From an optimization exercise on the open Yosys and OpenROAD flow, aimed at small area; shortcuts taken in it are not production practice.
The RTL was checked by simulation tests, not by an equivalence proof against the original design.

===== design/flow/flow/run.sh =====
#!/bin/bash
# The standard layout, with the port buffers made of the smallest buffer cell
# and a clock tree built without dummy loads.
set -euo pipefail
bash standard.sh \
  "BUFFER_PORTS_ARGS=-buffer_cell sky130_fd_sc_hd__buf_1" \
  "CTS_ARGS=-sink_clustering_enable -repair_clock_nets -dont_use_dummy_load -buf_list {sky130_fd_sc_hd__clkbuf_4 sky130_fd_sc_hd__clkbuf_8}" \
  finish > standard.log 2>&1

===== design/flow/standard.sh =====
#!/bin/bash
# synth_recipe.tcl (not shown) runs the flow's synth.tcl, then flattens the netlist and writes it again
# the make line also repeats each setting of config.mk as NAME=value (left out here)
make -C /OpenROAD-flow-scripts/flow DESIGN_CONFIG=/design/flow/config.mk WORK_HOME=/design/flow/orfs CLKGATE_MAP_FILE= SYNTH_SCRIPT=/design/flow/synth_recipe.tcl "${@:-finish}"

===== design/flow/config.mk =====
export PLATFORM = sky130hd
export DESIGN_NAME = key_sched
export DESIGN_NICKNAME = key_sched
export VERILOG_FILES = /design/flow/design.v
export SDC_FILE = /design/flow/constraint.sdc
export NUM_CORES = 4
export LEC_CHECK = 0
export CAP_MARGIN = 20
export CORE_MARGIN = 2
export CORE_UTILIZATION = 40
export PLACE_DENSITY = 0.8
export SETUP_SLACK_MARGIN = 0.1
export SLEW_MARGIN = 20
export SYNTH_HIERARCHICAL = 1
export SYNTH_MINIMUM_KEEP_SIZE = 0

===== design/flow/constraint.sdc =====
create_clock -name core_clock -period 10.0 [get_ports {clk}]
set_input_delay 2.0000 -clock core_clock [delete_from_list [all_inputs] [get_ports {clk}]]
set_output_delay 2.0000 -clock core_clock [all_outputs]
set_load 0.01 [all_outputs]

===== design/flow/design.v =====
`default_nettype none
package cipher_pkg;
   localparam int NW          = 9;
   localparam int NROUNDS     = 31;
   localparam int KEY_W       = 144;
   localparam int NKW         = KEY_W / NW;      
   localparam int NWORDS      = 3 * NROUNDS;     
endpackage
`default_nettype wire
`default_nettype none
import cipher_pkg::*;
module key_word #(parameter int N = 16)
(
   input  logic [NW-1:0] w16,
   input  logic [NW-1:0] w7,
   output logic [NW-1:0] w
);
   assign w = w16 ^ {w7[NW-4:0], w7[NW-1:NW-3]} ^ NW'(N - 16);
endmodule
module aoi222
(
   input  logic a1, a2, b1, b2, c1, c2,
   output logic y
);
   assign y = ~((a1 & a2) | (b1 & b2) | (c1 & c2));
endmodule
module aoi22
(
   input  logic a1, a2, b1, b2,
   output logic y
);
   assign y = ~((a1 & a2) | (b1 & b2));
endmodule
module key_buf
(
   input  logic [KEY_W-1:0]   key,
   input  logic [NROUNDS-1:0] rd_sel,
   output logic [NW-1:0]      rd_key_1,
   output logic [NW-1:0]      rd_key_2,
   output logic [NW-1:0]      rd_key_3
);
   logic [NW-1:0] w [NWORDS];
   genvar n;
   generate
      for (n = 0; n < NKW; n++) begin : g_key
         assign w[n] = key[KEY_W-1-NW*n -: NW];
      end
      for (n = NKW; n < NWORDS; n++) begin : g_ext
         key_word #(.N(n)) u_word (.w16(w[n-16]), .w7(w[n-7]), .w(w[n]));
      end
   endgenerate
   localparam int NG = (NROUNDS + 2) / 3;    
   logic [3*NW-1:0] col [NROUNDS];
   logic [3*NW-1:0] rd;
   generate
      for (n = 0; n < NROUNDS; n++) begin : g_col
         assign col[n] = {w[3*n+2], w[3*n+1], w[3*n]};
      end
      for (n = 0; n < 3*NW; n++) begin : g_bit
         logic [NG-1:0] g;
         genvar j;
         for (j = 0; j < NG; j++) begin : g_grp
            if (3*j + 2 < NROUNDS) begin : g3
               aoi222 u_aoi (
                  .a1(rd_sel[3*j]),   .a2(col[3*j][n]),
                  .b1(rd_sel[3*j+1]), .b2(col[3*j+1][n]),
                  .c1(rd_sel[3*j+2]), .c2(col[3*j+2][n]),
                  .y (g[j]));
            end else if (3*j + 1 < NROUNDS) begin : g2
               aoi22 u_aoi (
                  .a1(rd_sel[3*j]),   .a2(col[3*j][n]),
                  .b1(rd_sel[3*j+1]), .b2(col[3*j+1][n]),
                  .y (g[j]));
            end else begin : g1
               assign g[j] = ~(rd_sel[3*j] & col[3*j][n]);
            end
         end
         assign rd[n] = ~&g;
      end
   endgenerate
   assign rd_key_1 = rd[NW-1:0];
   assign rd_key_2 = rd[2*NW-1:NW];
   assign rd_key_3 = rd[3*NW-1:2*NW];
endmodule
`default_nettype wire
`default_nettype none
import cipher_pkg::*;
module key_hold
(
   input  logic load,
   input  logic load_n,
   input  logic key_in,
   input  logic key_q,
   output logic key_d
);
   assign key_d = (load & key_in) | (load_n & key_q);
endmodule
module key_sched
(
   input  logic             clk,
   input  logic             rst_n,
   input  logic             key_load,
   input  logic [KEY_W-1:0] key_in,
   input  logic [6:0]       round_no,
   output logic [NW-1:0]    round_key_1,
   output logic [NW-1:0]    round_key_2,
   output logic [NW-1:0]    round_key_3,
   output logic             busy,
   output logic             ready,
   output logic             key_err
);
   logic [KEY_W-1:0]   key_q;
   logic [NROUNDS-1:0] sel;
   always_ff @(posedge clk or negedge rst_n) begin
      if (!rst_n) begin
         busy  <= 1'b0;
         ready <= 1'b0;
      end else begin
         busy  <= key_load;
         ready <= !key_load && (busy || ready);
      end
   end
   logic [KEY_W-1:0]   key_d;
   genvar i;
   generate
      for (i = 0; i < KEY_W; i++) begin : g_hold
         key_hold u_key_hold (.load(key_load), .load_n(!key_load), .key_in(key_in[i]),
                              .key_q(key_q[i]), .key_d(key_d[i]));
      end
   endgenerate
   always_ff @(posedge clk) begin
      key_q <= key_d;
   end
   key_buf u_key_buf (
      .key      (key_q),
      .rd_sel   (sel),
      .rd_key_1 (round_key_1),
      .rd_key_2 (round_key_2),
      .rd_key_3 (round_key_3)
   );
   always_comb begin
      for (int k = 0; k < NROUNDS; k++)
         sel[k] = (round_no == 7'(2 + 3 * k));
      key_err = ~|sel;
   end
endmodule
`default_nettype wire

==> impl_metrics.json, run 1 <==
{
  "whs_ps": 514.9,
  "dp_hpwl_mm": 46.39,
  "cts.repair.resized": 0,
  "setup_viol": 0,
  "crit_path_end_kind": "output port",
  "ys_seq_elements": 146,
  "nets": 1850,
  "r2r-start": "key_q[8]",
  "cp.required_ps": 8000,
  "avgRoutedWirePerCell_um": 29.40,
  "grt_use_met3_pct": 7.618,
  "port_buffers": 183,
  "path_max_fanout": 4,
  "syn-cell-area_sq_um": 14490,
  "die_x_um": 194.3,
  "fin_crit_ps": 7812,
  "n_fill_cell": 3484,
  "synth_edf_count": 0,
  "drv_slew": 0,
  "via_per_inst": 7.276,
  "drt-initial-drc-count": 3572,
  "antenna_found_initial": 0,
  "async_flop_share_pct": 1.370,
  "wl_mm": 63.36,
  "cts_max_level": 4,
  "syn2layout_area_growth_pct": 11.98,
  "synth.net_count": 1634,
  "min_path_cells": 2,
  "min_path_type": "reg -> reg",
  "num_rows": 69,
  "cp.arrival_ps": 5810,
  "tightestPinTransition_ps": 1069,
  "core-area_sq_um": 35660,
  "rsz0062_at_grt": "false",
  "post-route-period-util_pct": 78.12,
  "postCtsHoldBufs": 0,
  "grt.total_usage_pct": 32.14,
  "grt_max_degree": 94,
  "die-area_sq_um": 37750,
  "initial_utilization_pct": 40.63,
  "synth.distinct_cells": 42,
  "yosysWarningCount": 12,
  "synthFlopType": "dfxtp_1",
  "hold_viol_final": 0,
  "status": "complete, no violations",
  "cts.sink_count": 146,
  "post_cts_buffers": 0,
  "final_area_sq_um": 16220,
  "clock_latency_ps": 470,
  "routed-via-count": 15680,
  "overflow": 0,
  "clockRootBuffer": "clkbuf_8",
  "grt_pass1_vias": 15062,
  "r2r_slack_ps": 9290,
  "crit_type": "reg -> out",
  "clk_pin_slew_worst_paths_ps": 80,
  "fmax_ghz": 0.1280,
  "drc_errors": 0,
  "cts_max_path_buffers": 2,
  "ioPinCount": 184,
  "fp.dieH_um": 194.3,
  "n_antenna_cell": 0,
  "reg2regPathDepth": 1,
  "use_met2_pct": 48.52,
  "slew-limit-headroom_pct": 28.35,
  "yosysSeqAreaShare_pct": 20.25,
  "drv_cap": 0,
  "synthCells": 1480,
  "tns_ps": 0,
  "post_dp_cell_area_sq_um": 15980,
  "drive_gt1_share_pct": 5.254,
  "min-delay-start": "ready",
  "gp_congestion": 1.060,
  "crit_path_start_kind": "register",
  "holdPathEnd": "ready",
  "grt_pass1_wl_mm": 94.34,
  "postRouteAntennaNets": 0,
  "clock_skew_ps": 0.02720,
  "cts_tree": "done",
  "top_usage_layer": "met2",
  "post-route-util_pct": 45.49,
  "first_pass_iters": 26,
  "r2r-end": "key_q[8]",
  "use_met1_pct": 41.47,
  "syn_area_per_cell_sq_um": 9.787,
  "cts_buffers": 17
}
## per-layer routing
layer	routed length, um	up-vias
li1	-	6550
met1	24160	7558
met2	27110	1317
met3	8052	255
met4	4037	0
met5	0	-
## critical path, stage by stage (launching register included)
cell	delay (ps)
dfxtp_1	430
xor2_1	340
xor2_1	370
xor2_1	560
xor2_1	440
xor2_1	420
xor2_1	440
xnor2_1	240
xnor2_1	410
xor2_1	430
xnor2_1	190
a222oi_1	350
nand4_1	150
a2111o_1	430
buf_1	150
## sequential cells by signal (all words and copies together) (netlist names)
signal and flops:
ready 1, busy 1, key_q 144
## logic make-up after synthesis
kind of cell              after synthesis  synth area share, %
buffers and inverters                  23                1.330
xor gates and xnor gates              697                42.20
muxes                                   2               0.1382
AOI/OAI and AO/OA                     454                30.07
and+or+nand+nor                       158                6.021
DFF                                   146                20.25
## area by class of cell
class	instances	area [sq um]	area share, %
sequential	146	2933	18.08
inverter	4	17.52	0.1080
tap	461	576.8	3.556
multi-input combinational	1311	11520	71.03
clock buffer	17	234.0	1.442
timing repair buffer	216	938.4	5.785
## Yosys stat by module (local to each module, per instance), excerpt
module     times used  area [sq um]  flip-flops and latches
key_hold          144         8.758                       0
key_sched           1          3675                     146
aoi222            270         10.01                       0
key_buf             1         777.0                       0
## cell usage in the layout (no fill, tap or decap), drive strengths merged, types with 18 or more instances in the layout
master and count:
nor3 34, clkbuf 18, a2111o 27, xor2 468, nand4 55, nand2 36, xnor2 229, a22o 144
dfxtp 144, buf 215, a222oi 270
## synth_stat cells (all sizes together) (2+ instances only)
library cell | n | share of area [%]
xnor2 | 229 | 14
o21ai | 2 | 0.069
or3 | 2 | 0.086
nand4 | 55 | 2.4
nand3 | 3 | 0.10
nor2 | 7 | 0.20
nor3 | 34 | 1.2
nand2 | 36 | 0.93
or2 | 2 | 0.10
a21oi | 2 | 0.069
dfxtp | 144 | 20
a22o | 144 | 8.7
a31oi | 3 | 0.13
mux2i | 2 | 0.14
nor4 | 5 | 0.30
a2111o | 27 | 2.1
buf | 19 | 1.2
inv | 4 | 0.10
xor2 | 468 | 28
a222oi | 270 | 19
nand3b | 2 | 0.10
dfrtp | 2 | 0.35
nand2b | 7 | 0.30
## through the flow
| stage | setup slack, ps | instances |
|---|---|---|
| 2_1_floorplan | 3387 | 1480 |
| 6_report | 2188 | 2155 |
| 3_3_place_gp | 2786 | 2138 |
| 3_5_place_dp | 2832 | 2138 |
| 4_1_cts | 2351 | 2155 |
| 5_1_grt | 2044 | 2155 |
## worst max-delay path by stage
stage,cells after the start,start,to
floorplan,7,round_no[4],round_key_1[0]
global placement,15,key_q[49],round_key_1[1]
detailed placement,8,round_no[5],round_key_3[8]
CTS,15,key_q[47],round_key_1[8]
global route,15,key_q[50],round_key_1[2]
finish,14,key_q[25],round_key_3[1]
==> run 2, diff against run 1 <==
--- a/design/flow/config.mk
+++ b/design/flow/config.mk
@@ -10,3 +10,4 @@
 export CORE_UTILIZATION = 40
-export PLACE_DENSITY = 0.8
+export GPL_ROUTABILITY_DRIVEN = 0
+export GPL_TIMING_DRIVEN = 0
 export SETUP_SLACK_MARGIN = 0.1
==> run 2 against run 1 <==
  * Still clean
  * Synthesized cell count is the same
  * Die area is the same
  * Count of clock-buffer cells in the layout is the same
  * Global-route usage shrank 0.99 points
  * Routed wire length shrank 2.3%
  * Utilization grew 1.7 points
  * Final area grew 3.8%
  * Largest cell class unchanged
==> impl_metrics.json, run 2 <==
{
  "tightestPinTransition_ps": 1079,
  "post-route-period-util_pct": 79.74,
  "layout_commonest_cell": "xor2_1",
  "post_cts_buffers": 0,
  "clock_latency_ps": 460,
  "first_pass_iters": 26,
  "largest_register": "key_q",
  "cp.arrival_ps": 5970,
  "synth_top_area_share_pct": 28.24,
  "fp.dieH_um": 194.3,
  "min_path_type": "reg -> reg",
  "grt_pass1_wl_mm": 92.33,
  "antenna_found_initial": 2,
  "cts_buffers": 17,
  "post_dp_cell_area_sq_um": 16590,
  "cts.sink_count": 146,
  "largest_reg_flops": 144,
  "syn2layout_area_growth_pct": 16.20,
  "grt_pass1_vias": 15190,
  "rsz0062_at_grt": "false",
  "synth.distinct_cells": 42,
  "grt.total_usage_pct": 31.14,
  "crit_type": "reg -> out",
  "layout_common_cells": "467 x xor2_1, 270 x a222oi_1, 229 x xnor2_1",
  "reg_top3": "key_q (144), busy (1), ready (1)",
  "fin_crit_ps": 7974,
  "clock_skew_ps": 0.02534,
  "setup_viol": 0,
  "min-delay-start": "busy",
  "overflow": 0,
  "n_fill_cell": 3473,
  "min_path_cells": 2,
  "crit_path_end_kind": "output port",
  "num_rows": 69,
  "port_buffers": 182,
  "holdPathEnd": "ready",
  "cts_max_path_buffers": 2,
  "via_per_inst": 7.232,
  "ioPinCount": 184,
  "seq_area_sq_um": 2933,
  "multi_input_area_sq_um": 11510,
  "synthCells": 1480,
  "yosysWarningCount": 12,
  "synth.net_count": 1634,
  "yosysSeqAreaShare_pct": 20.25,
  "wl_mm": 61.88,
  "postCtsHoldBufs": 0,
  "drc_errors": 0,
  "nets": 1910,
  "drv_slew": 0,
  "synth_most_common_cell": "xor2_1",
  "final_area_sq_um": 16830,
  "r2r_slack_ps": 9320,
  "drv_cap": 0,
  "fmax_ghz": 0.1254,
  "r2r-end": "key_q[5]",
  "avgRoutedWirePerCell_um": 27.92,
  "synth_commonest_cells": "467 x xor2_1, 270 x a222oi_1, 229 x xnor2_1",
  "synthTopCellsByArea": "xor2_1 28%, dfxtp_1 20%, a222oi_1 19%, xnor2_1 14%, a22o_1 8.7%",
  "syn_area_per_cell_sq_um": 9.787,
  "initial_utilization_pct": 40.63,
  "syn-cell-area_sq_um": 14490,
  "clockRootBuffer": "clkbuf_8",
  "status": "complete, no violations",
  "synth_edf_count": 0,
  "postRouteAntennaNets": 0,
  "post-route-util_pct": 47.21,
  "grt_max_degree": 95,
  "die-area_sq_um": 37750,
  "cts_tree": "done",
  "path_max_fanout": 4,
  "die_x_um": 194.3,
  "yosys.area.top_type": "xor2_1",
  "slew-limit-headroom_pct": 27.70,
  "r2r-start": "key_q[5]",
  "cp.required_ps": 8000,
  "drt-initial-drc-count": 4147,
  "async_flop_share_pct": 1.370,
  "synthFlopType": "dfxtp_1",
  "reg2regPathDepth": 1,
  "dp_hpwl_mm": 49.01,
  "core-area_sq_um": 35660,
  "hold_viol_final": 0,
  "ys_seq_elements": 146,
  "clk_pin_slew_worst_paths_ps": 80,
  "cts.repair.resized": 0,
  "cts_max_level": 4,
  "routed-via-count": 16027,
  "drive_gt1_share_pct": 8.495,
  "crit_path_start_kind": "register"
}
==> run 2: per-layer routing <==
| metal | track usage, % | wire length, um | up-vias |
|---|---|---|---|
| li1 | - | - | 6672 |
| met1 | 41.31 | 23990 | 7659 |
| met2 | 45.86 | 26090 | 1415 |
| met3 | 7.965 | 8032 | 279 |
| met4 | 17.49 | 3762 | 2 |
| met5 | 0 | 12 | - |
==> run 2: worst max-delay path: stages, from the launching register on <==
cell and delay, ps:
dfxtp_1 370, xnor2_1 410, xor2_1 370, xor2_1 410, xor2_1 530, xnor2_1 280, xor2_1 420, xor2_1 590
xnor2_1 270, xor2_1 400, xnor2_1 180, xor2_1 180, a222oi_1 290, nand4_1 220, a2111o_1 450, buf_1 150
==> run 2: cell type report <==
cell class                      count  area share [%]
Buffer                             19           1.056
Multi-Input combinational cell   1311           68.38
Antenna cell                        1         0.01487
Sequential cell                   146           17.42
Inverter                            4          0.1189
Clock buffer                       17           1.390
Timing Repair Buffer              257           8.185
Tap cell                          461           3.427
==> run 2: stage by stage <==
stage               TNS, ps  setup slack, ps  std cells  hold slack [ps]
finish                    0             2026       2216            498.7
global route              0             1957       2215            542.4
CTS                       0             2354       2215            510.6
detailed placement        0             2907       2198            491.1
global placement    -473190            -3315       2123            475.0
floorplan                 0             3387       1480            480.9
==> run 2: worst max-delay path by stage <==
| stage | from | end | slack (ps) | depth (start not counted) |
|---|---|---|---|---|
| 2_1_floorplan | round_no[4] | round_key_1[0] | 3390 | 7 |
| 3_3_place_gp | key_load | key_q[63] | -3320 | 3 |
| 3_5_place_dp | key_q[62] | round_key_3[5] | 2910 | 15 |
| 4_1_cts | key_q[49] | round_key_1[1] | 2350 | 15 |
| 5_1_grt | key_q[49] | round_key_1[1] | 1960 | 15 |
| 6_report | key_q[34] | round_key_3[4] | 2030 | 15 |
==> run 2: logic make-up after synthesis <==
group | synth area share (%)
xor+xnor | 42.20
mux | 0.1382
compound gates | 30.07
flops | 20.25
simple gates | 6.021
buf+inv | 1.330
==> run 2: per-module statistics from Yosys, one instance, submodules excluded, excerpt <==
| module | flops+latches | cells | area [sq um] | times used |
|---|---|---|---|---|
| key_sched | 146 | 262 | 3675 | 1 |
| key_buf | 0 | 111 | 777.0 | 1 |
| aoi222 | 0 | 1 | 10.01 | 270 |
| key_hold | 0 | 1 | 8.758 | 144 |
==> run 3, diff against run 2 <==
--- a/design/flow/design.v
+++ b/design/flow/design.v
@@ -36,3 +36,3 @@
    input  logic [KEY_W-1:0]   key,
-   input  logic [NROUNDS-1:0] rd_sel,
+   input  logic [3*NROUNDS-1:0] rd_sel,    
    output logic [NW-1:0]      rd_key_1,
@@ -64,5 +64,5 @@
                aoi222 u_aoi (
-                  .a1(rd_sel[3*j]),   .a2(col[3*j][n]),
-                  .b1(rd_sel[3*j+1]), .b2(col[3*j+1][n]),
-                  .c1(rd_sel[3*j+2]), .c2(col[3*j+2][n]),
+                  .a1(rd_sel[(n/NW)*NROUNDS+3*j]),   .a2(col[3*j][n]),
+                  .b1(rd_sel[(n/NW)*NROUNDS+3*j+1]), .b2(col[3*j+1][n]),
+                  .c1(rd_sel[(n/NW)*NROUNDS+3*j+2]), .c2(col[3*j+2][n]),
                   .y (g[j]));
@@ -70,7 +70,7 @@
                aoi22 u_aoi (
-                  .a1(rd_sel[3*j]),   .a2(col[3*j][n]),
-                  .b1(rd_sel[3*j+1]), .b2(col[3*j+1][n]),
+                  .a1(rd_sel[(n/NW)*NROUNDS+3*j]),   .a2(col[3*j][n]),
+                  .b1(rd_sel[(n/NW)*NROUNDS+3*j+1]), .b2(col[3*j+1][n]),
                   .y (g[j]));
             end else begin : g1
-               assign g[j] = ~(rd_sel[3*j] & col[3*j][n]);
+               assign g[j] = ~(rd_sel[(n/NW)*NROUNDS+3*j] & col[3*j][n]);
             end
@@ -97,2 +97,26 @@
 endmodule
+module round_predec
+(
+   input  logic [6:0]  round_no,
+   output logic [5:0]  hi_n,
+   output logic [15:0] lo_n
+);
+   always_comb begin
+      for (int h = 0; h < 6; h++)
+         hi_n[h] = !(round_no[6:4] == 3'(h));
+      for (int l = 0; l < 16; l++)
+         lo_n[l] = !(round_no[3:0] == 4'(l));
+   end
+endmodule
+module round_sel
+(
+   input  logic [5:0]         hi_n,
+   input  logic [15:0]        lo_n,
+   output logic [NROUNDS-1:0] sel
+);
+   always_comb begin
+      for (int k = 0; k < NROUNDS; k++)
+         sel[k] = !(hi_n[(2 + 3 * k) / 16] || lo_n[(2 + 3 * k) % 16]);
+   end
+endmodule
 module key_sched
@@ -112,3 +136,5 @@
    logic [KEY_W-1:0]   key_q;
-   logic [NROUNDS-1:0] sel;
+   logic [3*NROUNDS-1:0] sel;
+   logic [5:0]         hi_n;
+   logic [15:0]        lo_n;
    always_ff @(posedge clk or negedge rst_n) begin
@@ -140,6 +166,13 @@
    );
+   round_predec u_predec (.round_no(round_no), .hi_n(hi_n), .lo_n(lo_n));
+   generate
+      for (i = 0; i < 3; i++) begin : g_sel
+         round_sel u_sel (.hi_n(hi_n), .lo_n(lo_n), .sel(sel[NROUNDS*i +: NROUNDS]));
+      end
+   endgenerate
    always_comb begin
+      key_err = 1'b1;
       for (int k = 0; k < NROUNDS; k++)
-         sel[k] = (round_no == 7'(2 + 3 * k));
-      key_err = ~|sel;
+         if (round_no == 7'(2 + 3 * k))
+            key_err = 1'b0;
    end
==> design/flow/flow/run.sh (replaced) <==
#!/bin/bash
# The standard layout, with the port buffers made of the smallest buffer cell.
set -euo pipefail
bash standard.sh "BUFFER_PORTS_ARGS=-buffer_cell sky130_fd_sc_hd__buf_1" finish > standard.log 2>&1
--- a/design/flow/config.mk
+++ b/design/flow/config.mk
@@ -10,4 +10,3 @@
 export CORE_UTILIZATION = 40
-export GPL_ROUTABILITY_DRIVEN = 0
-export GPL_TIMING_DRIVEN = 0
+export CTS_BUF_LIST = sky130_fd_sc_hd__clkbuf_4 sky130_fd_sc_hd__clkbuf_8
 export SETUP_SLACK_MARGIN = 0.1
==> run 3 against run 2 <==
  * Still clean on timing, DRC and antenna
  * Via count grew 8.3%
  * Register-to-register slack lost 40 ps
  * Utilization shrank 0.42 points
  * Setup slack lost 420 ps
  * First-iteration DRC count grew 20%
  * Cell count grew 0.59%
  * Non-clock buffer count shrank 45
  * Synthesized area grew 0.73%
==> impl_metrics.json, run 3 <==
{
  "reg2regPathDepth": 1,
  "synthFlopType": "dfxtp_1",
  "crit_path_start_kind": "register",
  "hold_viol_final": 0,
  "nets": 1910,
  "crit_type": "reg -> out",
  "ioPinCount": 184,
  "cts_tree": "done",
  "postRouteAntennaNets": 0,
  "overflow": 0,
  "drc_errors": 0,
  "drt-initial-drc-count": 4977,
  "syn2layout_area_growth_pct": 14.59,
  "post-route-period-util_pct": 83.90,
  "slew-limit-headroom_pct": 10.58,
  "fmax_ghz": 0.1192,
  "synth_top_family_by_area": "XOR/XNOR gates",
  "final_area_sq_um": 16720,
  "drv_slew": 0,
  "crit_path_frequent_cell": "xor2_1",
  "syn_area_per_cell_sq_um": 9.619,
  "post_dp_cell_area_sq_um": 16280,
  "dp_cells": 2196,
  "avgRoutedWirePerCell_um": 41.84,
  "r2r_slack_ps": 9280,
  "drive_gt1_share_pct": 8.088,
  "postCtsHoldBufs": 0,
  "cp.arrival_ps": 6390,
  "rsz0062_at_grt": "false",
  "synth_commonest_cells": "468 x xor2_1, 270 x a222oi_1, 228 x xnor2_1",
  "clock_latency_ps": 490,
  "r2r-end": "key_q[40]",
  "post-route-util_pct": 46.78,
  "synthTopCellsByArea": "xor2_1 28%, dfxtp_1 20%, a222oi_1 19%, xnor2_1 14%, a22o_1 8.6%",
  "synth_most_common_cell": "xor2_1",
  "slowest_delay_ps": 810,
  "num_rows": 69,
  "layout_common_cells": "468 x xor2_1, 270 x a222oi_1, 228 x xnor2_1",
  "drv_cap": 0,
  "muxShareOfSynthArea_pct": 0,
  "holdPathEnd": "ready",
  "crit_chain": "xnor2_1, xnor2_1, xor2_1, xor2_1, xnor2_1, xor2_1, xnor2_1, xor2_1, xor2_1, xor2_1, a222oi_1, nand2_1, a2111o_1, buf_1",
  "reg_top3": "key_q (144), busy (1), ready (1)",
  "largest_register": "key_q",
  "crit_path_end_kind": "output port",
  "clock_skew_ps": 0.01649,
  "tightestPinTransition_ps": 1340,
  "path_max_fanout": 4,
  "yosys.area.top_type": "xor2_1",
  "min-delay-start": "busy",
  "post_cts_buffers": 0,
  "synth_fa_ha_area_share_pct": 0,
  "grt_pass1_wl_mm": 127.4,
  "cp.required_ps": 8000,
  "cts.repair.resized": 0,
  "synthCells": 1517,
  "async_flop_share_pct": 1.370,
  "synth.distinct_cells": 36,
  "core-area_sq_um": 35740,
  "die-area_sq_um": 38020,
  "synth_compound_area_share_pct": 29.85,
  "antenna_found_initial": 6,
  "status": "complete, no violations",
  "synth.net_count": 1671,
  "yosysSeqAreaShare_pct": 20.10,
  "stdcell_count": 2229,
  "synthXorXnorAreaFrac_pct": 41.89,
  "cts_max_path_buffers": 2,
  "yosysWarningCount": 14,
  "clk_pin_slew_worst_paths_ps": 90,
  "grt_max_degree": 91,
  "gp_congestion": 1.124,
  "grt.total_usage_pct": 47.36,
  "fin_crit_ps": 8390,
  "min_path_cells": 2,
  "first_pass_iters": 14,
  "path_buf_inv": 1,
  "cpMaxStageDelayCell": "a222oi_1",
  "synth_top_area_share_pct": 28.09,
  "initial_utilization_pct": 40.82,
  "ys_seq_elements": 146,
  "cp_top_family": "XOR/XNOR gates",
  "wl_mm": 93.27,
  "die_x_um": 195.0,
  "cts.sink_count": 146,
  "r2r-start": "key_q[40]",
  "tns_ps": 0,
  "setup_viol": 0,
  "routed-via-count": 17353,
  "cts_buffers": 17,
  "layout_commonest_cell": "xor2_1",
  "n_antenna_cell": 0,
  "fp.dieH_um": 195.0,
  "dp_hpwl_mm": 65.42,
  "port_buffers": 183,
  "yosys.area_share.simple_pct": 7.443,
  "largest_reg_flops": 144,
  "syn-cell-area_sq_um": 14590,
  "min_path_type": "reg -> reg",
  "synth_edf_count": 0,
  "grt_pass1_vias": 16619,
  "via_per_inst": 7.785,
  "clockRootBuffer": "clkbuf_8",
  "cts_max_level": 4
}
run 3: cell count changes after synthesis, moves of 3 or more:
cell,previous run,this run
nor3_1,34,0
buf_6,10,6
nor2_1,6,95
or4b_1,0,3
or3b_2,0,3
buf_2,6,0
nand4bb_1,1,6
clkbuf_1,0,3
nand2b_1,7,2
nand3_1,3,0
nand2_1,36,28
nand4b_1,0,4
a31oi_1,3,0
run 3: worst max-delay path by stage:
stage | cells past startpoint | slack [ps] | to | start
after detailed placement | 14 | 2770 | round_key_2[4] | key_q[1]
after global placement | 14 | 2350 | round_key_2[4] | key_q[1]
after CTS | 14 | 2170 | round_key_2[4] | key_q[1]
after global routing | 15 | 1750 | round_key_3[6] | key_q[54]
final | 14 | 1610 | round_key_3[0] | key_q[51]
after floorplan | 14 | 4060 | round_key_3[8] | key_q[29]
run 3: stage by stage:
stage | hold slack, ps | setup WS [ps]
floorplan | 480.9 | 4058
global placement | 471.4 | 2347
detailed placement | 477.9 | 2766
CTS | 497.1 | 2173
global route | 548.9 | 1748
finish | 493.1 | 1610
run 3: routing by layer:
layer  GRT usage [%]  part of all wire (%)  vias to the layer above
met5           2.554                  0.21                        -
met3           27.50                    18                      541
met2           64.06                    38                     1808
met4           33.14                   8.9                       14
met1           55.24                    35                     8303
li1                -                     -                     6687
run 3: worst min-delay path, cell delays in order, from the launching register on:
cell and delay (ps):
dfrtp_1 350, nor2_1 40, nor2_1 70
run 3: layout make-up:
class,count,area (sq um)
fill,3574,19020
multi-input combinational,1357,11740
sequential,146,2933
timing repair buffer,231,1085
tap,461,576.8
clock buffer,18,247.7
clock inverter,13,128.9
inverter,3,13.76
run 3: logic make-up after synthesis:
| family | count (synthesis) |
|---|---|
| XOR/XNOR | 697 |
| AO/OA/AOI/OAI | 451 |
| AND/OR/NAND/NOR | 209 |
| flip-flops | 146 |
| buffers and inverters | 14 |
run 3: Yosys stat by module (local to each module, per instance), excerpt:
module | area [sq um] | copies in the design | flops+latches | cells inside
round_predec | 234.0 | 1 | 0 | 26
aoi222 | 10.01 | 270 | 0 | 1
key_hold | 8.758 | 144 | 0 | 1
key_sched | 3198 | 1 | 146 | 180
round_sel | 116.4 | 3 | 0 | 31
key_buf | 777.0 | 1 | 0 | 111

==> port drivers added, routing unchanged <==
Ports are ideal in the flow. The routed layouts listed here were re-timed in OpenROAD.
Step 1 assumes that a clkbuf_16 drives the clock port and a buf_2 every other input.
Step 2 also shifts input and output timing later by t, the mid clock arrival at the registers, as if the neighbouring blocks saw the same clock.
a / b / c = ideal / step 1 / step 2; a / b = the first two.
run | t, ns | slack for setup (ns) | pins driven straight from the clock port
run 1 | 0.502 | 2.188 / 2.143 / 2.645 | 1
run 2 | 0.498 | 2.026 / 1.977 / 2.475 | 1
run 3 | 0.566 | 1.610 / 1.557 / 2.123 | 1
After both steps every run listed still meets setup and hold.
